This is an optimization exercise on Yosys and OpenROAD, whose aim is small area, not a production implementation. At most, simulation tests tie the RTL to the original design; equivalence was not proved. The RTL of run 5 was laid out without a check of its function. No driver is modelled on the clock port, so clocking that relies on it looks cheaper here than on a real chip. Power is estimated from default activity; no workload was simulated.

`flow/config.mk`:
```
export PLATFORM = sky130hd
export DESIGN_NAME = bram_512x8_sdp
export DESIGN_NICKNAME = bram_512x8_sdp
export VERILOG_FILES = /design/flow/design.v
export SDC_FILE = /design/flow/constraint.sdc
export NUM_CORES = 4
export LEC_CHECK = 0
export CAP_MARGIN = 20
export CELL_PAD_IN_SITES_DETAIL_PLACEMENT = 1
export CELL_PAD_IN_SITES_GLOBAL_PLACEMENT = 1
export CORE_MARGIN = 2
export CORE_UTILIZATION = 45
export SLEW_MARGIN = 20
export SYNTH_HIERARCHICAL = 1
```
`flow/constraint.sdc`:
```
create_clock -name core_clock -period 8.0 [get_ports {clock}]
set_input_delay 1.6000 -clock core_clock [delete_from_list [all_inputs] [get_ports {clock}]]
set_output_delay 1.6000 -clock core_clock [all_outputs]
set_load 0.01 [all_outputs]
```
`flow/design.v`:
```
package bram_pkg;
  localparam int BRAM512_ADDR_W = 9;
  localparam int BRAM512_DATA_W = 8;
  localparam int BRAM512_DEPTH  = 2 ** BRAM512_ADDR_W;
  localparam int COL_W = 4;
  localparam int ROW_W = BRAM512_ADDR_W - COL_W;
  localparam int NCOLS = 2 ** COL_W;
  localparam int NROWS = 2 ** ROW_W;
  localparam int NRGROUPS = (NROWS + 2) / 3;
  typedef logic [BRAM512_ADDR_W-1:0] bram512_addr_t;
  typedef logic [BRAM512_DATA_W-1:0] bram512_data_t;
endpackage
module bram_bit (
  input  logic clk_i,
  input  logic sel_i,
  input  logic nrow_i,
  input  logic dn_i,
  output logic q_o
);
  always_ff @(posedge clk_i) begin
    q_o <= ~((q_o | sel_i) & (nrow_i | dn_i));
  end
endmodule
module bram_aoi3 (
  input  logic q0_i,
  input  logic q1_i,
  input  logic q2_i,
  input  logic s0_i,
  input  logic s1_i,
  input  logic s2_i,
  output logic yn_o
);
  assign yn_o = ~((q0_i & s0_i) | (q1_i & s1_i) | (q2_i & s2_i));
endmodule
module bram_aoi2 (
  input  logic q0_i,
  input  logic q1_i,
  input  logic s0_i,
  input  logic s1_i,
  output logic yn_o
);
  assign yn_o = ~((q0_i & s0_i) | (q1_i & s1_i));
endmodule
module bram_nor2 (
  input  logic a_i,
  input  logic b_i,
  output logic y_o
);
  assign y_o = ~(a_i | b_i);
endmodule
module bram_nand2 (
  input  logic a_i,
  input  logic b_i,
  output logic y_o
);
  assign y_o = ~(a_i & b_i);
endmodule
module bram_rd_tree (
  input  logic [bram_pkg::NCOLS-1:0] rcol_n_i,
  input  bram_pkg::bram512_data_t [bram_pkg::NCOLS-1:0][bram_pkg::NRGROUPS-1:0] yn_i,
  output bram_pkg::bram512_data_t any_o
);
  always_comb begin
    any_o = '0;
    for (int c = 0; c < bram_pkg::NCOLS; c++) begin
      for (int g = 0; g < bram_pkg::NRGROUPS; g++) begin
        any_o = any_o | (~yn_i[c][g] & {8{~rcol_n_i[c]}});
      end
    end
  end
endmodule
module bram_predec #(
  parameter int W = 4
) (
  input  logic               en_i,
  input  logic [W-1:0]       a_i,
  output logic [2**W-1:0]    yn_o
);
  always_comb begin
    for (int k = 0; k < 2 ** W; k++) begin
      yn_o[k] = ~(en_i && (a_i == W'(k)));
    end
  end
endmodule
module bram_core_sdp (
  input  logic                    clk_i,
  input  logic                    we_i,
  input  bram_pkg::bram512_addr_t waddr_i,
  input  bram_pkg::bram512_data_t x_i,
  input  bram_pkg::bram512_addr_t raddr_i,
  output bram_pkg::bram512_data_t rbits_o
);
  localparam int AW = bram_pkg::BRAM512_ADDR_W;
  localparam int CW = bram_pkg::COL_W;
  localparam int DW = bram_pkg::BRAM512_DATA_W;
  localparam int NC = bram_pkg::NCOLS;
  localparam int NR = bram_pkg::NROWS;
  logic [NR-1:0] wrow_n;    
  logic [NC-1:0] wcol_n;    
  logic [NR-1:0] rrow_n;    
  logic [NR-1:0] rrow;      
  logic [NC-1:0] rcol_n;    
  logic [bram_pkg::BRAM512_DEPTH-1:0] sel;       
  bram_pkg::bram512_data_t [NC-1:0]                         dn;
  bram_pkg::bram512_data_t [bram_pkg::BRAM512_DEPTH-1:0]    q;
  bram_pkg::bram512_data_t [NC-1:0][bram_pkg::NRGROUPS-1:0] yn;
  bram_predec #(.W(AW - CW)) u_wrow (.en_i(we_i), .a_i(waddr_i[AW-1:CW]), .yn_o(wrow_n));
  bram_predec #(.W(CW))      u_wcol (.en_i(1'b1), .a_i(waddr_i[CW-1:0]),  .yn_o(wcol_n));
  bram_predec #(.W(AW - CW)) u_rrow (.en_i(1'b1), .a_i(raddr_i[AW-1:CW]), .yn_o(rrow_n));
  bram_predec #(.W(CW))      u_rcol (.en_i(1'b1), .a_i(raddr_i[CW-1:0]),  .yn_o(rcol_n));
  assign rrow = ~rrow_n;
  for (genvar c = 0; c < NC; c++) begin : g_col
    for (genvar b = 0; b < DW; b++) begin : g_bit
      bram_nand2 u_dn (.a_i(~wcol_n[c]), .b_i(x_i[b]), .y_o(dn[c][b]));
    end
  end
  for (genvar w = 0; w < bram_pkg::BRAM512_DEPTH; w++) begin : g_word
    bram_nor2 u_sel (.a_i(wrow_n[w / NC]), .b_i(wcol_n[w % NC]), .y_o(sel[w]));
    for (genvar b = 0; b < DW; b++) begin : g_bit
      bram_bit u_bit (
        .clk_i  (clk_i),
        .sel_i  (sel[w]),
        .nrow_i (wrow_n[w / NC]),
        .dn_i   (dn[w % NC][b]),
        .q_o    (q[w][b])
      );
    end
  end
  for (genvar c = 0; c < NC; c++) begin : g_rc
    for (genvar g = 0; g < bram_pkg::NRGROUPS; g++) begin : g_rd
      for (genvar b = 0; b < DW; b++) begin : g_bit
        if (3 * g + 2 < NR) begin : g_3
          bram_aoi3 u_rd (
            .q0_i (q[(3*g)*NC+c][b]),
            .q1_i (q[(3*g+1)*NC+c][b]),
            .q2_i (q[(3*g+2)*NC+c][b]),
            .s0_i (rrow[3*g]),
            .s1_i (rrow[3*g+1]),
            .s2_i (rrow[3*g+2]),
            .yn_o (yn[c][g][b])
          );
        end else begin : g_2
          bram_aoi2 u_rd (
            .q0_i (q[(3*g)*NC+c][b]),
            .q1_i (q[(3*g+1)*NC+c][b]),
            .s0_i (rrow[3*g]),
            .s1_i (rrow[3*g+1]),
            .yn_o (yn[c][g][b])
          );
        end
      end
    end
  end
  bram_rd_tree u_tree (
    .rcol_n_i (rcol_n),
    .yn_i     (yn),
    .any_o    (rbits_o)
  );
endmodule
module bram_512x8_sdp (
  input  logic                     clock,
  input  logic                     rst_n,
  input  bram_pkg::bram512_addr_t  raddr,
  output bram_pkg::bram512_data_t  rdata,
  input  bram_pkg::bram512_addr_t  waddr,
  input  bram_pkg::bram512_data_t  wdata,
  input  logic                     wren
);
  logic                    we;
  logic                    phase_q;
  bram_pkg::bram512_data_t x;
  bram_pkg::bram512_data_t rbits;
  bram_pkg::bram512_data_t rdata_q;
  assign we = wren & rst_n;
  always_ff @(posedge clock) begin
    phase_q <= ~phase_q;
  end
  assign x = ~(wdata ^ {8{phase_q}});
  bram_core_sdp u_core (
    .clk_i   (clock),
    .we_i    (we),
    .waddr_i (waddr),
    .x_i     (x),
    .raddr_i (raddr),
    .rbits_o (rbits)
  );
  always_ff @(posedge clock or negedge rst_n) begin
    if (!rst_n) begin
      rdata_q <= '0;
    end else begin
      rdata_q <= rbits ^ {8{phase_q}};
    end
  end
  assign rdata = rdata_q;
endmodule
```
`flow/flow/run.sh`:
```
#!/bin/bash
# Layout flow: the standard synthesis and layout, with
# - gates that synthesis upsized set back to drive 1 after floorplan,
# - a clock tree built from larger sink clusters and no dummy loads, with
#   the buffers that drive a slow clock edge upsized,
# - the smallest buffer on the ports,
# - an extra antenna repair with a margin after global routing.
# Each step's full output goes to ORFS's own per-step logs under orfs/logs/,
# and make's output to the log_*.txt files here.
set -euo pipefail

CTS="-sink_clustering_enable -repair_clock_nets -dont_use_dummy_load"
CTS="$CTS -buf_list {sky130_fd_sc_hd__clkbuf_8 sky130_fd_sc_hd__clkbuf_16}"
CTS="$CTS -sink_clustering_size 20 -sink_clustering_max_diameter 60"
CTS="$CTS -sink_buffer_max_cap_derate 1.0"

bash standard.sh synth > log_synth.txt 2>&1
bash standard.sh "CTS_ARGS=$CTS" \
  "BUFFER_PORTS_ARGS=-buffer_cell sky130_fd_sc_hd__buf_2" \
  "POST_FLOORPLAN_TCL=$PWD/flow/downsize.tcl" \
  "POST_CTS_TCL=$PWD/flow/clkfix.tcl" \
  "POST_GLOBAL_ROUTE_TCL=$PWD/flow/grt_post.tcl" \
  finish > log_layout.txt 2>&1
```
`flow/flow/clkfix.tcl`:
```
# Post-CTS hook: clock slew limits for clkfix_proc.tcl (ns, placement estimate).
set ::clkfix_in_lim 0.12
set ::clkfix_lim 0.105
source [file join [file dirname [info script]] clkfix_proc.tcl]
```
`flow/flow/clkfix_proc.tcl`:
```
proc clkfix_pass { pins lim } {
  set block [ord::get_db_block]
  set db [ord::get_db]
  array set up {
    sky130_fd_sc_hd__clkbuf_2 sky130_fd_sc_hd__clkbuf_4
    sky130_fd_sc_hd__clkbuf_4 sky130_fd_sc_hd__clkbuf_8
    sky130_fd_sc_hd__clkbuf_8 sky130_fd_sc_hd__clkbuf_16
  }
  set drivers {}
  foreach pin $pins {
    if {[get_property $pin slew_max] > $lim} {
      foreach d [get_pins -of_objects [get_nets -of_objects $pin] -filter "direction == output"] {
        lappend drivers [get_full_name [get_cells -of_objects $d]]
      }
    }
  }
  set n 0
  foreach name [lsort -unique $drivers] {
    set inst [$block findInst $name]
    if {$inst eq "NULL"} { continue }
    set m [[$inst getMaster] getName]
    if {[info exists up($m)]} {
      $inst swapMaster [$db findMaster $up($m)]
      incr n
    }
  }
  estimate_parasitics -placement
  return $n
}
proc clkbuf_inputs { } {
  set pins {}
  foreach c [get_cells -hierarchical *] {
    if {[string match *clkbuf* [get_property $c ref_name]]} {
      lappend pins {*}[get_pins -of_objects $c -filter "direction == input"]
    }
  }
  return $pins
}
estimate_parasitics -placement
for {set i 0} {$i < 4} {incr i} {
  set n [clkfix_pass [clkbuf_inputs] $::clkfix_in_lim]
  puts "clkfix: $n tree buffers upsized (input slew limit $::clkfix_in_lim ns)"
  if {$n == 0} { break }
}
for {set i 0} {$i < 3} {incr i} {
  set n [clkfix_pass [get_pins -hierarchical */CLK] $::clkfix_lim]
  puts "clkfix: $n leaf buffers upsized (clock pin slew limit $::clkfix_lim ns)"
  if {$n == 0} { break }
}
detailed_placement
check_placement -verbose
```
`flow/flow/downsize.tcl`:
```
# Put every multi-drive combinational gate that synthesis upsized back to its
# smallest drive strength; placement's repair upsizes again where a net needs it.
set db [ord::get_db]
set block [ord::get_db_block]
set n 0
foreach inst [$block getInsts] {
  set name [[$inst getMaster] getName]
  if {[regexp {^(sky130_fd_sc_hd__(?:a|o|nand|nor|and|or|xor|xnor)[0-9a-z]*)_([0-9]+)$} $name -> base drive] && $drive > 1} {
    set new [$db findMaster ${base}_1]
    if {$new ne "NULL"} {
      $inst swapMaster $new
      incr n
    }
  }
}
puts "downsize: $n gates set to drive 1"
```
`flow/flow/grt_post.tcl`:
```
# After global routing: repair antennas again with a ratio margin, so the
# detailed router's own antenna check finds none and need not route twice.
repair_antennas -iterations 5 -ratio_margin 50
check_placement -verbose
```
`flow/standard.sh`:
```
#!/bin/bash
# synth_recipe.tcl (not shown) runs the flow's synth.tcl, then flattens the netlist and writes it again
# the make line also repeats each setting of config.mk as NAME=value (left out here)
make -C /OpenROAD-flow-scripts/flow DESIGN_CONFIG=/design/flow/config.mk WORK_HOME=/design/flow/orfs CLKGATE_MAP_FILE= SYNTH_SCRIPT=/design/flow/synth_recipe.tcl "${@:-finish}"
```
==> results of run 1 <==
-- worst reg2reg max path, stage by stage (launching register included) --
cell and delay, ps:
dfxtp_1 320, a222oi_1 580, nand4_1 340, o31ai_1 890, o2111ai_2 860, or4_1 790
xor2_1 160
-- per-module statistics from Yosys (local to each module, per instance), a selection --
module | flip-flops and latches | cell area, um2
bram_512x8_sdp | 9 | 409.1
bram_aoi3 | 0 | 10.01
bram_core_sdp | 0 | 183.9
bram_nand2 | 0 | 3.754
bram_aoi2 | 0 | 12.51
bram_rd_tree | 0 | 3523
bram_nor2 | 0 | 3.754
bram_bit | 1 | 26.28
-- cells in the final DEF (no fill, tap or decap), types with 9 or more instances in the layout --
cell type	n
a222oi_1	1280
a22oi_1	128
buf_12	35
buf_2	36
buf_4	321
clkbuf_16	172
clkbuf_8	113
conb_1	16
dfxtp_1	4096
diode_2	173
inv_1	31
inv_6	32
nand2_1	167
nand2_2	17
nand2_4	32
nand3_1	132
nand4_1	272
nor2_1	515
nor3_1	9
o2111ai_1	13
o22ai_1	4096
o31ai_1	103
o31ai_2	9
-- cell type report --
class / count / area, um2
antenna: 173 / 432.9
clock buffer: 285 / 5859
fill: 29813 / 141900
inverter: 63 / 396.6
multi-input combinational: 6863 / 46640
sequential: 4105 / 82220
tap: 3762 / 4707
timing repair buffer: 394 / 3317
-- sequential cells by signal, indices dropped and copies added, names as in the netlist --
signal / count
phase_q: 1
u_core.g_word.g_bit.u_bit.q_o: 4096
rdata_q: 8
-- where the power goes --
| part | leakage [nW] | switching [mW] | total [mW] | internal, mW |
|---|---|---|---|---|
| Sequential | 37.6 | 0.175 | 20.8 | 20.7 |
| Combinational | 9.90 | 0.457 | 0.639 | 0.183 |
| Clock | 2.93 | 6.83 | 11.9 | 5.12 |
-- logic make-up (layout without fill, tap and decap cells) --
family                    after synthesis  after routing
and+or+nand+nor                      1199           1199
other                                   1            189
AOI/OAI and AO/OA                    5632           5632
xor gates and xnor gates               16             16
buffers and inverters                  73            742
DFF                                  4105           4105
-- synth_stat cells (3+ instances only) --
cell type / instances
o2111ai_1: 16
nor3_1: 16
xor2_1: 7
inv_1: 63
o22ai_1: 4096
xnor2_1: 8
a222oi_1: 1280
and2b_2: 4
nor2b_1: 4
nor2_1: 516
nand4_1: 272
nand2_1: 216
dfrtp_1: 8
a22oi_2: 128
o31ai_1: 112
clkbuf_1: 8
nand3_1: 136
and2_1: 3
and3b_1: 4
and4b_2: 6
or4_1: 8
and4bb_2: 6
dfxtp_1: 4097
-- worst max path at each step --
| stage | endpoint | slack, ps |
|---|---|---|
| 3_3_place_gp | rdata_q[4] | 1000 |
| 3_5_place_dp | rdata_q[4] | 1360 |
| 2_1_floorplan | rdata_q[4] | 1720 |
| 6_report | rdata_q[4] | 1800 |
-- per-layer routing --
metal / global-route usage / vias up / wire [um] / share of wire
met5: 0 / - / 299 / 0.00051
met4: 0.2117 / 46 / 32700 / 0.056
met3: 0.06982 / 1365 / 55600 / 0.095
met2: 0.5846 / 6819 / 259200 / 0.44
met1: 0.5036 / 62104 / 235800 / 0.40
li1: - / 49872 / - / -
-- per-stage QoR --
stage                     hold WS [ps]  setup slack, ps    util  area (um2)
final                            444.7             1802  0.5030      143600
after floorplan                  421.3             1717       -      129400
after detailed placement         436.6             1364  0.4809      137300
after global placement           428.3            998.4  0.4805      137200
==> impl_metrics.tcl, run 1 <==
set metrics [dict create \
    synth.area.top_cells "dfxtp_1 63%, o22ai_1 20%, a222oi_1 9.9%" \
    crit_family "simple AND/OR/NAND/NOR gates" \
    nets 11741 \
    vias 120206 \
    synth_top_family_by_area "compound AO/OA/AOI/OAI gates" \
    pwr_density_cell_nw_per_um2 232.8 \
    post-route-period-util 0.7748 \
    clk_pin_slew_ps 110 \
    grt_pass1_vias 118327 \
    slew_viol_final 0 \
    min_delay_worst_endpoint "u_core.g_word[498].g_bit[3].u_bit.q_o" \
    synth_xor_area_frac 0.001142 \
    yosysSeqAreaShare 0.6358 \
    drt_pass1_iterations 14 \
    critPathRequiredTime_ps 8800 \
    synth-seq-cells 4105 \
    cts_tree "yes" \
    wl_per_cell_um 37.30 \
    max_slew.worst_pin.slew_ps 1416 \
    synthArstFlopShare 0.001949 \
    grt.total_usage 0.3800 \
    synth.distinct_cells 31 \
    num_rows 196 \
    synth_cells 11026 \
    synth_area_um2 129300 \
    r2r_start "u_core.g_word[201].g_bit[6].u_bit.q_o" \
    fp.dieW_um 540.1 \
    die_area_um2 291700 \
    yosys.area_share.simple 0.04355 \
    synthAdderAreaFrac 0 \
    stdcell_count 15645 \
    layout-drive-gt1-share 0.06798 \
    final_hold_viol_count 0 \
    drt_iter0_drc 19602 \
    route.antenna.remaining_nets 0 \
    avgViaCountPerCell 7.683 \
    period_needed_ps 6198 \
    crit_buf_inv 4 \
    globalRouteOverflowTotal 0 \
    grt_pass1_wl_mm 836.6 \
    slowest_delay_ps 930 \
    synthToLayoutAreaGrowth_pct 11.03 \
    rr_endpoint "rdata_q[6]" \
    worstHoldPathType "flip-flop to flip-flop" \
    antenna_found_initial 31 \
    portBuffers 36 \
    cp.depth 12 \
    r2r_slack_ps 3950 \
    critPathKind "input port to flip-flop" \
    drt_wl_total_mm 583.6 \
    rr_worst_depth 6 \
    max_freq_mhz 161.3 \
    fin_setup_tns_ps 0 \
    synth_ff_type "dfxtp_1" \
    hold_depth 1 \
    yosysTopAreaCell "dfxtp_1" \
    grt_max_degree 100 \
    cts.sinks 4105 \
    critPathArrivalTime_ps 6990 \
    status "complete, no violations" \
    path_cells "buf_2, and4bb_1, nand2_1, inv_6, buf_4, buf_4, a222oi_1, nand4_1, o31ai_1, nand4_1, or4_1, xor2_1" \
    irDropWorstVdd_mv 0.1831 \
    fin_skew_ps 60.60 \
    syn_avg_cell_area_um2 11.73 \
    fp.dieH_um 540.1 \
    synth_warnings 11 \
    ios 37 \
    cp-end-kind "flip-flop" \
    finalSetupViolations 0 \
    power.total_mw 33.43 \
    placed_cells 15187 \
    drc 0 \
    synth-edff-count 0 \
    p_leak_nw 50.45 \
    gp_congestion 0.9014 \
    start_kind "input port" \
    synth-compound-area-share 0.3172 \
    crit_path_start "raddr[7]" \
    start_util 0.4530 \
    synth_top_area_frac 0.6342 \
    cp_max_fo 63 \
    muxShareOfSynthArea 0 \
    relSlewSlack 0.05491 \
    hold_path_startpoint "u_core.g_word[498].g_bit[3].u_bit.q_o" \
    dp_hpwl_mm 372.4 \
    core_area_um2 285500 \
    drv_cap 0 \
    slowest_stage "o31ai_1" \
    clk_latency_ps 940 \
]
==> run 2, diff against run 1 <==
==> flow/flow/grt_post.tcl (replaced) <==
# After global routing: repair antennas again with a ratio margin, so the
# detailed router's own antenna check finds none and need not route twice.
repair_antennas -iterations 5 -ratio_margin 70
check_placement -verbose
==> run 2 against run 1 <==
Against the previous run:
- the layout now fails its checks (max-capacitance violations, max-slew violations)
- worst setup slack worse by 370 ps
- non-clock buffer count is the same
- clock power hardly changed
- sequential share of layout area is 0.41 points lower
- global-route usage stayed put
- power about the same
- clock-buffer cell count stayed put
- critical endpoint unchanged
==> impl_metrics.tcl, run 2 <==
set metrics [dict create \
    synth.area.top_cells "dfxtp_1 63%, o22ai_1 20%, a222oi_1 9.9%" \
    largest_reg_flops 4096 \
    portBuffers 36 \
    clk_pin_slew_ps 100 \
    wl_met3_mm 57.61 \
    status "finished with violations" \
    route.antenna.remaining_nets 0 \
    synth-seq-cells 4105 \
    crit_buf_inv 4 \
    cts.sinks 4105 \
    synth_cells 11026 \
    critPathRequiredTime_ps 8790 \
    yosysSeqAreaShare 0.6358 \
    finalSetupViolations 0 \
    nets 11741 \
    finish.utilization 0.5066 \
    worstHoldPathType "flip-flop to flip-flop" \
    path_cells "buf_2, and4bb_1, nand2_1, inv_6, buf_4, buf_4, a222oi_1, nand4_1, o31ai_1, nand4_1, or4_1, xor2_1" \
    syn_avg_cell_area_um2 11.73 \
    p_int_mw 25.97 \
    regMostFlops "u_core.g_word.g_bit.u_bit.q_o" \
    antenna_found_initial 31 \
    pwr_density_cell_nw_per_um2 231.2 \
    fp.dieW_um 540.1 \
    netlist_top_cells_count "4097 x dfxtp_1, 4096 x o22ai_1, 1280 x a222oi_1" \
    clockPowerShare 0.357 \
    num_rows 196 \
    synth-edff-count 0 \
    power_frac_seq 0.623 \
    drt_wl_total_mm 586.9 \
    top_layer_used "met5" \
    cp-end-kind "flip-flop" \
    slowest_delay_ps 1090 \
    max_freq_mhz 152.3 \
    slew_viol_final 122 \
    vias 121371 \
    grt_pass1_wl_mm 836.6 \
    layout-drive-gt1-share 0.06798 \
    stdcell_count 16054 \
    synth_warnings 11 \
    irDropWorstVdd_mv 0.1851 \
    die_area_um2 291700 \
    placed_cells 15187 \
    drt_iter0_drc 22408 \
    synth_area_um2 129300 \
    setup_slack_ps 1434 \
    wl_per_cell_um 36.56 \
    most-common-layout-cells "4096 x o22ai_1, 4096 x dfxtp_1, 1280 x a222oi_1" \
    p_sw_mw 7.470 \
    fp.dieH_um 540.1 \
    gp_congestion 0.9014 \
    yosysTopAreaCell "dfxtp_1" \
    p_leak_nw 50.46 \
    routed-wl-met2_mm 264.4 \
    dp_hpwl_mm 372.4 \
    start_util 0.4530 \
    crit_family "simple AND/OR/NAND/NOR gates" \
    largestRegisters "u_core.g_word.g_bit.u_bit.q_o: 4096 flops, rdata_q: 8 flops, phase_q: 1 flops" \
    violatedChecks "max-capacitance violations, max-slew violations" \
    cts_tree "yes" \
    multiInputGateArea_um2 46640 \
    globalRouteOverflowTotal 0 \
    dp_slack_ps 1364 \
    final_hold_viol_count 0 \
    start_kind "input port" \
    fin_skew_ps 61.12 \
    synth_ff_type "dfxtp_1" \
    p_comb_frac 0.019 \
    period_needed_ps 6566 \
    ios 37 \
    yosys.cell_count.top_type "dfxtp_1" \
    fin_setup_tns_ps 0 \
    critPathArrivalTime_ps 7350 \
    avgViaCountPerCell 7.560 \
    relSlewSlack -0.2462 \
    critPathKind "input port to flip-flop" \
    synthArstFlopShare 0.001949 \
    synth_top_area_frac 0.6342 \
    drv_cap 3 \
    clk_latency_ps 940 \
    max_slew.worst_pin.slew_ps 1867 \
    switching_share 0.2234 \
    grt_pass1_vias 118327 \
    post-route-period-util 0.8207 \
    drt_pass1_iterations 13 \
    grt.total_usage 0.3800 \
    grt_max_degree 100 \
    core_area_um2 285500 \
    drc 0 \
    met1_length_mm 234.8 \
    synthToLayoutAreaGrowth_pct 11.82 \
    synth.distinct_cells 31 \
    power.total_mw 33.44 \
    fill_cells 30073 \
    regArea_um2 82220 \
    slowest_stage "nand4_1" \
    cp_max_fo 63 \
]
==> run 2: cell types whose count changed in the layout (fill, tap and decap cells not counted), sizes merged <==
| cell | delta |
|---|---|
| diode | +409 |
==> run 2: stage by stage <==
step	area (um2)	hold WS [ps]
3_3_place_gp	137200	428.3
3_5_place_dp	137300	436.6
6_report	144600	446.2
2_1_floorplan	129400	421.3
==> run 2: per-module statistics from Yosys (local to each module, per instance), a selection <==
module	copies in the design	flops+latches	area [um2]
bram_aoi2	128	0	12.51
bram_core_sdp	1	0	183.9
bram_nor2	512	0	3.754
bram_bit	4096	1	26.28
bram_rd_tree	1	0	3523
bram_512x8_sdp	1	9	409.1
bram_nand2	128	0	3.754
bram_aoi3	1280	0	10.01
==> run 2: layer usage <==
metal / up-vias / track usage
li1: 50327 / -
met1: 62803 / 0.5036
met2: 6994 / 0.5846
met3: 1221 / 0.06982
met4: 26 / 0.2117
met5: - / 0
==> run 2: path summary, 6_finish.rpt <==
check	from	end	slack, ps	cells after the start
setup reg to reg	u_core.g_word[201].g_bit[6].u_bit.q_o	rdata_q[6]	3620	6
max in group asynchronous	rst_n	rdata_q[7]	6730	1
setup / recovery	raddr[7]	rdata_q[4]	1430	12
hold / removal	u_core.g_word[163].g_bit[4].u_bit.q_o	u_core.g_word[163].g_bit[4].u_bit.q_o	450	1
hold reg to reg	u_core.g_word[163].g_bit[4].u_bit.q_o	u_core.g_word[163].g_bit[4].u_bit.q_o	450	1
min in group asynchronous	rst_n	rdata_q[6]	730	1
==> run 2: kinds of logic after synthesis <==
kind of cell / count (synthesis) / synth area share
AO/OA/AOI/OAI: 5632 / 0.3172
XOR/XNOR: 16 / 0.001142
buffers and inverters: 73 / 0.002303
flip-flops: 4105 / 0.6358
other: 1 / 0.00002900
AND/OR/NAND/NOR: 1199 / 0.04355
==> run 2: power by group through the flow <==
stage	clock (mW)	combinational, mW	sequential [mW]
finish	11.9	0.642	20.8
detailed placement	0	0.619	21.3
global placement	0	0.597	21.3
floorplan	0	0.317	21.3
==> run 2: area by class of cell <==
type                    count  area share
repair buffers            394     0.02294
multi-input cells        6863      0.3226
inverters                  63    0.002743
diodes                    582     0.01007
flip-flops and latches   4105      0.5686
clock buffers             285     0.04052
well taps                3762     0.03255
==> run 3, diff against run 2 <==
==> flow/flow/clkfix.tcl (replaced) <==
# Post-CTS hook: clock slew limits for clkfix_proc.tcl (ns, placement estimate).
set ::clkfix_in_lim 0.3
set ::clkfix_lim 0.114
source [file join [file dirname [info script]] clkfix_proc.tcl]
--- a/flow/flow/clkfix_proc.tcl
+++ b/flow/flow/clkfix_proc.tcl
@@ -43,9 +43,17 @@
   if {$n == 0} { break }
 }
-for {set i 0} {$i < 3} {incr i} {
-  set n [clkfix_pass [get_pins -hierarchical */CLK] $::clkfix_lim]
-  puts "clkfix: $n leaf buffers upsized (clock pin slew limit $::clkfix_lim ns)"
-  if {$n == 0} { break }
+# Legalizing moves cells and so changes the wires a little: fix, legalize and
+# check again until no clock buffer needs a larger drive.
+for {set r 0} {$r < 3} {incr r} {
+  set total 0
+  for {set i 0} {$i < 3} {incr i} {
+    set n [clkfix_pass [get_pins -hierarchical */CLK] $::clkfix_lim]
+    puts "clkfix: $n leaf buffers upsized (clock pin slew limit $::clkfix_lim ns)"
+    incr total $n
+    if {$n == 0} { break }
+  }
+  if {$r > 0 && $total == 0} { break }
+  detailed_placement
+  estimate_parasitics -placement
 }
-detailed_placement
 check_placement -verbose
==> flow/flow/grt_post.tcl (replaced) <==
# After global routing: repair antennas again with a ratio margin, so the
# detailed router's own antenna check finds none and need not route twice.
repair_antennas -iterations 5 -ratio_margin 50
check_placement -verbose
==> run 3 against run 2 <==
Against the previous run:
- the run now finishes clean
- core utilization shrank 0.67 points
- non-clock buffer count is the same
- register-to-register slack gained 290 ps
- critical path type unchanged
==> impl_metrics.tcl, run 3 <==
set metrics [dict create \
    status "complete, no violations" \
    regMostFlops "u_core.g_word.g_bit.u_bit.q_o" \
    ios 37 \
    cp-end-kind "flip-flop" \
    worst_hold_slack_ps 445.8 \
    critPathKind "input port to flip-flop" \
    fp.dieW_um 540.1 \
    critPathRequiredTime_ps 8840 \
    synth_cells 11026 \
    drv_cap 0 \
    power.total_mw 32.38 \
    placed_cells 15187 \
    synth_ff_type "dfxtp_1" \
    synth_area_um2 129300 \
    num_rows 196 \
    slowest_delay_ps 920 \
    grt_pass1_wl_mm 835.7 \
    drt_pass1_iterations 13 \
    grt.total_usage 0.3795 \
    yosys.cell_count.top_type "dfxtp_1" \
    met1_length_mm 236.4 \
    nets 11741 \
    synthToLayoutAreaGrowth_pct 10.35 \
    dpl-instance-area_um2 137300 \
    finalSetupViolations 0 \
    most-common-layout-cells "4096 x o22ai_1, 4096 x dfxtp_1, 1280 x a222oi_1" \
    drt_iter0_drc 20154 \
    finish.utilization 0.4999 \
    top_layer_used "met5" \
    synth_top_area_frac 0.6342 \
    p_leak_nw 50.04 \
    grt_pass1_vias 118315 \
    cp_max_fo 60 \
    synthArstFlopShare 0.001949 \
    syn_avg_cell_area_um2 11.73 \
    netlist_top_cells_count "4097 x dfxtp_1, 4096 x o22ai_1, 1280 x a222oi_1" \
    period_needed_ps 5938 \
    die_area_um2 291700 \
    slowest_stage "o31ai_1" \
    critPathArrivalTime_ps 6770 \
    synth-seq-cells 4105 \
    routed-wl-met2_mm 260.7 \
    drt_wl_total_mm 583.5 \
    gp_congestion 0.9014 \
    avgViaCountPerCell 7.682 \
    fin_skew_ps 82.00 \
    stdcell_count 15660 \
    final_hold_viol_count 0 \
    portBuffers 36 \
    relSlewSlack 0.1687 \
    slew_viol_final 0 \
    dp_hpwl_mm 372.4 \
    grt_max_degree 100 \
    wl_per_cell_um 37.26 \
    path_cells "buf_2, and4b_1, nand2_1, inv_6, buf_12, a222oi_1, nand4_1, o31ai_1, o2111ai_2, or4_1, xor2_1" \
    max_freq_mhz 168.4 \
    vias 120304 \
    clk_latency_ps 990 \
    yosysTopAreaCell "dfxtp_1" \
    setup_slack_ps 2062 \
    core_area_um2 285500 \
    largest_reg_flops 4096 \
    clk_pin_slew_ps 110 \
    start_kind "input port" \
    route.antenna.remaining_nets 0 \
    finish.instance_area_um2 142700 \
    synth.distinct_cells 31 \
    synth.area.top_cells "dfxtp_1 63%, o22ai_1 20%, a222oi_1 9.9%" \
    synth-edff-count 0 \
    irDropWorstVdd_mv 0.1831 \
    start_util 0.4530 \
    largestRegisters "u_core.g_word.g_bit.u_bit.q_o: 4096 flops, rdata_q: 8 flops, phase_q: 1 flops" \
    fin_setup_tns_ps 0 \
    drc 0 \
    layout-drive-gt1-share 0.06798 \
    r2r_slack_ps 3910 \
    yosysSeqAreaShare 0.6358 \
    globalRouteOverflowTotal 0 \
    worstHoldPathType "flip-flop to flip-flop" \
    wl_met3_mm 55.17 \
    pwr_density_cell_nw_per_um2 226.9 \
    antenna_found_initial 30 \
    fp.dieH_um 540.1 \
    cts_tree "yes" \
    dp_slack_ps 1364 \
    max_slew.worst_pin.slew_ps 1240 \
    synth_warnings 11 \
    post-route-period-util 0.7423 \
    cts.sinks 4105 \
]
[run 3: power by group]
group	total (mW)	switching, mW	internal, mW	leakage, nW
clock network	10.9	6.69	4.20	2.51
logic	0.639	0.457	0.183	9.90
registers	20.8	0.175	20.7	37.6
[run 3: kinds of logic after synthesis]
| kind of cell | share of synthesized area |
|---|---|
| compound gates | 0.3172 |
| flops | 0.6358 |
| simple gates | 0.04355 |
| buf+inv | 0.002303 |
| xor+xnor | 0.001142 |
| other cells | 0.00002900 |
[run 3: routing by layer]
layer	vias to the layer above	global-route usage
met5	-	0
met4	26	0.2095
met3	1326	0.06888
met2	6816	0.5837
met1	62327	0.5044
li1	49809	-
[run 3: critical path: cells and delay by family]
family | cells | cell delay (ps)
AOI/OAI and AO/OA | 3 | 2470
buffers and inverters | 3 | 640
and+or+nand+nor | 4 | 1570
xor gates and xnor gates | 1 | 160
[run 3: Yosys stat by module, one instance, submodules excluded, excerpt]
module	cells inside	flops+latches
bram_512x8_sdp	29	9
bram_aoi2	1	0
bram_aoi3	1	0
bram_bit	2	1
bram_core_sdp	49	0
bram_nand2	1	0
bram_nor2	1	0
bram_rd_tree	568	0
[run 3: layout make-up]
cell class	instances	area (um2)
well taps	3762	4707
inverters	63	396.6
multi-input cells	6863	46650
clock buffers	285	4936
fillers	29915	142800
diodes	188	470.5
repair buffers	394	3317
flip-flops and latches	4105	82220
[run 3: final timing paths]
check,from,endpoint,cells after the start
worst max-delay path,raddr[8],rdata_q[6],11
worst min register to register,u_core.g_word[498].g_bit[3].u_bit.q_o,u_core.g_word[498].g_bit[3].u_bit.q_o,1
worst max register to register,u_core.g_word[201].g_bit[6].u_bit.q_o,rdata_q[6],6
min in group asynchronous,rst_n,rdata_q[6],1
max in group asynchronous,rst_n,rdata_q[1],1
worst min-delay path,u_core.g_word[498].g_bit[3].u_bit.q_o,u_core.g_word[498].g_bit[3].u_bit.q_o,1
==> run 4, diff against run 3 <==
--- a/flow/flow/run.sh
+++ b/flow/flow/run.sh
@@ -5,5 +5,5 @@
 #   the buffers that drive a slow clock edge upsized,
 # - the smallest buffer on the ports,
-# - an extra antenna repair with a margin after global routing.
+# - an extra antenna repair (layer jumpers) with a margin after global routing.
 # Each step's full output goes to ORFS's own per-step logs under orfs/logs/,
 # and make's output to the log_*.txt files here.
==> flow/flow/grt_post.tcl (replaced) <==
# After global routing: repair antennas again with a ratio margin, by layer
# jumpers only, so the detailed router's own antenna check finds few and
# need not route twice.
repair_antennas -iterations 5 -ratio_margin 50 -jumper_only
check_placement -verbose
==> run 4 against run 3 <==
Against the previous run:
- die area stayed put
- synthesized area stayed put
- largest power group unchanged
- non-clock buffer count stayed put
- critical endpoint is now rdata_q[4]
- clock-buffer cell count stayed put
- clock power hardly changed
- cell area is 0.30% lower
- synthesized cell count stayed put
- sequential share of layout area is 0.17 points higher
- worst setup slack better by 290 ps
- combinational power hardly changed
- via count is 0.54% lower
- register-to-register slack better by 180 ps
==> impl_metrics.tcl, run 4 <==
set metrics [dict create \
    yosysSeqAreaShare 0.6358 \
    synth.area.top_cells "dfxtp_1 63%, o22ai_1 20%, a222oi_1 9.9%" \
    use_met1 0.5044 \
    cp_max_fo 63 \
    largestRegisters "u_core.g_word.g_bit.u_bit.q_o: 4096 flops, rdata_q: 8 flops, phase_q: 1 flops" \
    yosysTopAreaCell "dfxtp_1" \
    drt_iter0_drc 19070 \
    final_hold_viol_count 0 \
    synth_cells 11026 \
    core_area_um2 285500 \
    yosys.area_share.simple 0.04355 \
    finalSetupViolations 0 \
    cts_tree "yes" \
    regArea_um2 82220 \
    most-common-layout-cells "4096 x o22ai_1, 4096 x dfxtp_1, 1280 x a222oi_1" \
    die_area_um2 291700 \
    avgViaCountPerCell 7.726 \
    drv_cap 0 \
    status "complete, no violations" \
    period_needed_ps 5643 \
    max_freq_mhz 177.2 \
    grt.total_usage 0.3795 \
    antenna_found_initial 30 \
    top_usage_layer "met2" \
    multiInputGateArea_um2 46650 \
    clk_latency_ps 990 \
    post-route-period-util 0.7054 \
    pwr_density_cell_nw_per_um2 227.5 \
    start_util 0.4530 \
    yosys.cell_count.top_type "dfxtp_1" \
    muxShareOfSynthArea 0 \
    irDropWorstVdd_mv 0.1831 \
    critPathRequiredTime_ps 8820 \
    grtUsageMet3 0.06888 \
    drt_pass1_iterations 14 \
    synth.distinct_cells 31 \
    synth_xor_area_frac 0.001142 \
    synth_area_um2 129300 \
    synth-seq-cells 4105 \
    dp_hpwl_mm 372.4 \
    globalRouteOverflowTotal 0 \
    ios 37 \
    synth-edff-count 0 \
    synth_top_area_frac 0.6342 \
    fp.dieW_um 540.1 \
    fp.dieH_um 540.1 \
    grt_pass1_wl_mm 835.7 \
    synth-compound-area-share 0.3172 \
    finish.utilization 0.4984 \
    relSlewSlack 0.1257 \
    fill_cells 29801 \
    clk_pin_slew_ps 100 \
    drt_wl_total_mm 581.8 \
    regMostFlops "u_core.g_word.g_bit.u_bit.q_o" \
    cp-end-kind "flip-flop" \
    route.antenna.remaining_nets 0 \
    wl_per_cell_um 37.56 \
    met2_usage 0.5837 \
    num_rows 196 \
    p_leak_nw 50.04 \
    largest_reg_flops 4096 \
    synth_top_family_by_area "compound AO/OA/AOI/OAI gates" \
    syn_avg_cell_area_um2 11.73 \
    max_slew.worst_pin.slew_ps 1310 \
    netlist_top_cells_count "4097 x dfxtp_1, 4096 x o22ai_1, 1280 x a222oi_1" \
    critPathArrivalTime_ps 6460 \
    drc 0 \
    grt_pass1_vias 118315 \
    synthToLayoutAreaGrowth_pct 10.01 \
    fin_skew_ps 83.45 \
    worstHoldPathType "flip-flop to flip-flop" \
    start_kind "input port" \
    slew_viol_final 0 \
    grt_max_degree 100 \
    synth_warnings 11 \
    portBuffers 36 \
    critPathKind "input port to flip-flop" \
    nets 11741 \
    vias 119656 \
    synth_ff_type "dfxtp_1" \
    cts.sinks 4105 \
    synthArstFlopShare 0.001949 \
    fin_setup_tns_ps 0 \
    gp_congestion 0.9014 \
    layout-drive-gt1-share 0.06798 \
    synthAdderAreaFrac 0 \
]
[run 4: cell counts after synthesis]
Identical to the previous run, type by type.
[run 4: final cells by class]
| cell class | count | share of cell area |
|---|---|---|
| Clock buffer | 285 | 0.03469 |
| Tap cell | 3762 | 0.03309 |
| Timing Repair Buffer | 394 | 0.02331 |
| Antenna cell | 16 | 0.0002814 |
| Sequential cell | 4105 | 0.5779 |
| Inverter | 63 | 0.002788 |
| Multi-Input combinational cell | 6863 | 0.3279 |
[run 4: through the flow]
| stage | hold WS, ps | power, mW | area (um2) | worst slack [ps] | instances |
|---|---|---|---|---|---|
| floorplan | 421.3 | 21.57 | 129400 | 1717 | 11041 |
| global placement | 428.3 | 21.90 | 137200 | 998.4 | 15184 |
| detailed placement | 436.6 | 21.93 | 137300 | 1364 | 15187 |
| finish | 446.0 | 32.37 | 142300 | 2357 | 15488 |
[run 4: critical path: stages]
cell and delay [ps]:
buf_2 160, and4bb_1 280, nand2_1 150, inv_6 260, buf_4 430, buf_4 350, a222oi_1 640, nand4_1 160
o31ai_1 860, nand4_1 580, or4_1 680, xor2_1 180
[run 4: Yosys stat by module, one instance, submodules excluded, a selection]
module,cells,flops+latches,cell area [um2]
bram_bit,2,1,26.28
bram_nor2,1,0,3.754
bram_aoi2,1,0,12.51
bram_512x8_sdp,29,9,409.1
bram_core_sdp,49,0,183.9
bram_nand2,1,0,3.754
bram_aoi3,1,0,10.01
bram_rd_tree,568,0,3523
[run 4: routing by layer]
| layer | up-vias | wire length [um] |
|---|---|---|
| li1 | 49690 | - |
| met1 | 61869 | 235700 |
| met2 | 6571 | 256500 |
| met3 | 1480 | 54710 |
| met4 | 46 | 34610 |
| met5 | - | 302 |
[run 4: worst paths after layout]
kind	start	end	slack, ps	cells past startpoint
worst max register to register	u_core.g_word[14].g_bit[4].u_bit.q_o	rdata_q[4]	4090	6
worst max-delay path	raddr[7]	rdata_q[4]	2360	12
worst min register to register	u_core.g_word[389].g_bit[4].u_bit.q_o	u_core.g_word[389].g_bit[4].u_bit.q_o	450	1
min in group asynchronous	rst_n	rdata_q[6]	670	1
worst min-delay path	u_core.g_word[389].g_bit[4].u_bit.q_o	u_core.g_word[389].g_bit[4].u_bit.q_o	450	1
max in group asynchronous	rst_n	rdata_q[1]	6800	1
[run 4: cell families after synthesis]
logic type / after synthesis
AO/OA/AOI/OAI: 5632
XOR/XNOR: 16
buffers and inverters: 73
flip-flops: 4105
other: 1
AND/OR/NAND/NOR: 1199
[run 4: power by group]
part           switching [mW]  internal (mW)  leakage (nW)
sequential              0.172           20.7          37.6
combinational           0.456          0.183          9.90
clock                    6.69           4.19          2.51
total                    7.32           25.1          50.0
==> run 5, diff against run 4 <==
==> flow/design.v (replaced) <==
package bram_pkg;
  localparam int BRAM512_ADDR_W = 9;
  localparam int BRAM512_DATA_W = 8;
  localparam int BRAM512_DEPTH  = 2 ** BRAM512_ADDR_W;
  typedef logic [BRAM512_ADDR_W-1:0] bram512_addr_t;
  typedef logic [BRAM512_DATA_W-1:0] bram512_data_t;
endpackage
module bram_core_sdp (
  input  logic          clk_i,
  input  logic          we_i,
  input  bram_pkg::bram512_addr_t waddr_i,
  input  bram_pkg::bram512_data_t wdata_i,
  input  bram_pkg::bram512_addr_t raddr_i,
  output bram_pkg::bram512_data_t rdata_o
);
  bram_pkg::bram512_data_t mem_q [bram_pkg::BRAM512_DEPTH];
  bram_pkg::bram512_data_t rdata_q;
  always_ff @(posedge clk_i) begin
    if (we_i) begin
      mem_q[waddr_i] <= wdata_i;
    end
    rdata_q <= mem_q[raddr_i];
  end
  assign rdata_o = rdata_q;
endmodule
module bram_512x8_sdp (
  input  logic                     clock,
  input  logic                     rst_n,
  input  bram_pkg::bram512_addr_t  raddr,
  output bram_pkg::bram512_data_t  rdata,
  input  bram_pkg::bram512_addr_t  waddr,
  input  bram_pkg::bram512_data_t  wdata,
  input  logic                     wren
);
  logic          we;
  bram_pkg::bram512_data_t core_rdata;
  logic          rd_valid_q;
  assign we = wren & rst_n;
  bram_core_sdp u_core (
    .clk_i   (clock),
    .we_i    (we),
    .waddr_i (waddr),
    .wdata_i (wdata),
    .raddr_i (raddr),
    .rdata_o (core_rdata)
  );
  always_ff @(posedge clock or negedge rst_n) begin
    if (!rst_n) begin
      rd_valid_q <= 1'b0;
    end else begin
      rd_valid_q <= 1'b1;
    end
  end
  assign rdata = rd_valid_q ? core_rdata : '0;
endmodule
==> flow/run.sh (new file) <==
#!/bin/bash
# synth_recipe.tcl (not shown) runs the flow's synth.tcl, then flattens the netlist and writes it again
# the make line also repeats each setting of config.mk as NAME=value (left out here)
make -C /OpenROAD-flow-scripts/flow DESIGN_CONFIG=/design/flow/config.mk WORK_HOME=/design/flow/orfs CLKGATE_MAP_FILE= SYNTH_SCRIPT=/design/flow/synth_recipe.tcl finish
--- a/flow/config.mk
+++ b/flow/config.mk
@@ -7,8 +7,5 @@
 export LEC_CHECK = 0
 export CAP_MARGIN = 20
-export CELL_PAD_IN_SITES_DETAIL_PLACEMENT = 1
-export CELL_PAD_IN_SITES_GLOBAL_PLACEMENT = 1
 export CORE_MARGIN = 2
 export CORE_UTILIZATION = 45
 export SLEW_MARGIN = 20
-export SYNTH_HIERARCHICAL = 1
removed: flow/flow/run.sh
removed: flow/flow/clkfix.tcl
removed: flow/flow/clkfix_proc.tcl
removed: flow/flow/downsize.tcl
removed: flow/flow/grt_post.tcl
removed: flow/standard.sh
==> run 5 against run 4 <==
Against the previous run:
- still clean on timing, DRC and antenna
- non-clock buffer count down 196
- first-iteration DRC count down 43%
- global-route usage down 14 points
- critical endpoint is now u_core.rdata_q[3]
==> impl_metrics.tcl, run 5 <==
set metrics [dict create \
    globalRouteOverflowTotal 0 \
    cp_max_fo 13 \
    netlist_top_cells_count "4096 x edfxtp_1, 708 x mux4_2, 693 x mux2i_1" \
    rr_endpoint "u_core.rdata_q[7]" \
    start_util 0.4519 \
    status "complete, no violations" \
    grt_pass1_vias 81307 \
    cts_setup_buffers 0 \
    final_hold_viol_count 0 \
    postCtsHoldBufs 0 \
    fp.dieW_um 601.9 \
    pwr_density_cell_nw_per_um2 248.8 \
    finish.instance_area_um2 179100 \
    fin_skew_ps 49.57 \
    drt_wl_total_mm 436.0 \
    mostFrequentLayoutCell "edfxtp_1" \
    critPathKind "input port to flip-flop" \
    worstHoldPathType "input port to asynchronous set/reset pin" \
    synth_top_area_frac 0.7646 \
    dpl-instance-area_um2 166200 \
    synthArstFlopShare 0.0002436 \
    antenna_found_initial 19 \
    grt_max_degree 189 \
    rsz0062_at_grt "false" \
    regMostFlops "u_core.mem_q" \
    multiInputGateArea_um2 34870 \
    irDropWorstVdd_mv 0.1951 \
    largest_reg_flops 4096 \
    vias 82759 \
    htreeDepth 5 \
    period_needed_ps 5278 \
    layout-drive-gt1-share 0.1767 \
    drt_pass1_iterations 5 \
    r2r_start "u_core.mem_q[122][7]" \
    met2_usage 0.3708 \
    cts_buffers 410 \
    drv_cap 0 \
    cts_tree "yes" \
    slowest_stage "clkdlybuf4s50_1" \
    num_rows 219 \
    regArea_um2 123200 \
    synthToLayoutAreaGrowth_pct 11.36 \
    clk_pin_slew_ps 60 \
    max_freq_mhz 189.5 \
    critPathArrivalTime_ps 6080 \
    yosysSeqAreaShare 0.7658 \
    slew_viol_final 0 \
    setup_slack_ps 2722 \
    clk_latency_ps 960 \
    p_leak_nw 55.86 \
    gp_congestion 0.9262 \
    wl_per_cell_um 32.69 \
    yosys.cell_count.top_type "edfxtp_1" \
    start_kind "input port" \
    top_usage_layer "met2" \
    clock_tree.root_cell "clkbuf_16" \
    drt_iter0_drc 10888 \
    drc 0 \
    fin_setup_tns_ps 0 \
    synth_area_um2 160900 \
    largestRegisters "u_core.mem_q: 4096 flops, u_core.rdata_q: 8 flops, rd_valid_q: 1 flops" \
    grt_pass1_wl_mm 615.0 \
    synth_ff_type "edfxtp_1" \
    synth_cells 8148 \
    dp_hpwl_mm 264.1 \
    fp.dieH_um 601.9 \
    die_area_um2 362300 \
    synth-edff-count 4096 \
    synth.area.top_cells "edfxtp_1 76%, mux4_2 9.9%, mux2i_1 4.3%" \
    dp_slack_ps 1901 \
    slowest_delay_ps 1090 \
    post-route-period-util 0.6597 \
    max_slew.worst_pin.slew_ps 1288 \
    yosysTopAreaCell "edfxtp_1" \
    r2r_slack_ps 4800 \
    synth.distinct_cells 65 \
    cp-end-kind "flip-flop" \
    use_met1 0.3375 \
    grt.total_usage 0.2362 \
    relSlewSlack 0.1412 \
    crit_path_start "raddr[8]" \
    rr_worst_depth 7 \
    path_cells "clkdlybuf4s50_1, nand2b_1, nor2_1, o21ai_0, a41oi_1, or4_1, a31oi_1" \
    syn_avg_cell_area_um2 19.74 \
    cts_resized 0 \
    nets 8284 \
    grtUsageMet3 0.04649 \
    portBuffers 36 \
    clockBufferDepth 4 \
    finalSetupViolations 0 \
    fill_cells 28280 \
    route.antenna.remaining_nets 0 \
    ios 37 \
    cts.sinks 4105 \
    critPathRequiredTime_ps 8800 \
    synth-seq-cells 4105 \
    core_area_um2 355900 \
    most-common-layout-cells "4096 x edfxtp_1, 708 x mux4_2, 693 x mux2i_1" \
    avgViaCountPerCell 6.205 \
    synth_warnings 2 \
    power.total_mw 44.58 \
]
## run 5: cell types whose count changed after synthesis, moves of 243 or more
cell      delta
edfxtp_1  +4096
o22ai_1   -3896
dfxtp_1   -4089
mux2i_1    +693
a222oi_1  -1276
nand4_1    -243
mux4_2     +708
## run 5: area by class of cell
type	count	area share
clock buffers	518	0.06114
repair buffers	198	0.01223
multi-input cells	3536	0.1946
clock inverters	219	0.01090
diodes	6	0.00008382
well taps	4751	0.03318
inverters	4	0.0001537
flip-flops and latches	4105	0.6877
## run 5: through the flow
step           utilization  cells  hold WS [ps]
3_5_place_dp        0.4668  12593          1183
4_1_cts             0.5031  13330         768.6
6_report            0.5033  13337         820.8
3_3_place_gp        0.4668  12593          1176
2_1_floorplan            -   8148         871.4
5_1_grt             0.5032  13332         792.3
## run 5: cell families after synthesis
family	count (synthesis)	share of synthesized area
AOI/OAI and AO/OA	796	0.03410
buffers and inverters	507	0.01896
DFF	4105	0.7658
muxes	1424	0.1439
other	1	0.00002331
and+or+nand+nor	1315	0.03729
## run 5: worst max path at each step
stage | to | slack [ps] | cells past startpoint
finish | u_core.rdata_q[3] | 2720 | 7
global route | u_core.rdata_q[5] | 2730 | 7
CTS | u_core.rdata_q[5] | 2900 | 7
detailed placement | u_core.rdata_q[5] | 1900 | 7
global placement | u_core.rdata_q[3] | 1590 | 8
floorplan | u_core.rdata_q[3] | 4030 | 9
## run 5: per-layer routing
metal / share of wire / wire, um
met1: 0.41 / 178300
met2: 0.47 / 205500
met3: 0.089 / 39020
met4: 0.030 / 13120
met5: 0.00017 / 76
## run 5: where the power goes
part           total (mW)  internal [mW]  switching [mW]
combinational        2.14          0.667            1.47
clock                18.7           10.7            8.02
sequential           23.7           23.7          0.0323
## run 5: worst max-delay path: cells and delay by family
kind,cells,cell delay (ps)
simple gates,3,2140
compound gates,3,1230
buf+inv,1,1090

==> static timing again, ports no longer ideal <==
How much do the figures lean on ideal ports? The routed layouts below were timed once more, with nothing changed but the port constraints.
Step 1, drivers: a clkbuf_16 drives clock and a buf_2 each remaining input, both assumed.
Step 2 adds t to the input delays and takes it off the output delays; t is the mean of the earliest and latest rising clock arrival at the registers after step 1. Input paths then give back, and output paths get back, about the clock's delay inside the block.
a / b / c = ideal / step 1 / step 2; a / b = the first two.
run | shift t [ns] | slack for setup (ns) | worst hold slack (ns) | clock arrival spread, ns | worst register clock-pin slew, ns
run 1 | 1.028 | 1.802 / 1.885 / 0.857 | 0.445 / 0.445 / 0.445 | 0.072 / 0.072 | 0.11 / 0.11
run 2 | 1.024 | 1.434 / 1.518 / 0.495 | 0.446 / 0.446 / 0.446 | 0.066 / 0.065 | 0.11 / 0.11
run 3 | 1.058 | 2.062 / 2.151 / 1.092 | 0.446 / 0.446 / 0.446 | 0.103 / 0.103 | 0.12 / 0.12
run 4 | 1.054 | 2.357 / 2.435 / 1.380 | 0.446 / 0.446 / 0.446 | 0.105 / 0.105 | 0.12 / 0.12
run 5 | 1.040 | 2.722 / 2.733 / 1.693 | 0.821 / 0.736 / 1.210 | 0.056 / 0.056 | 0.07 / 0.07
The setup slack of run 5, which loses most, moves by +0.011 ns with the drivers and by -1.029 ns with both steps.
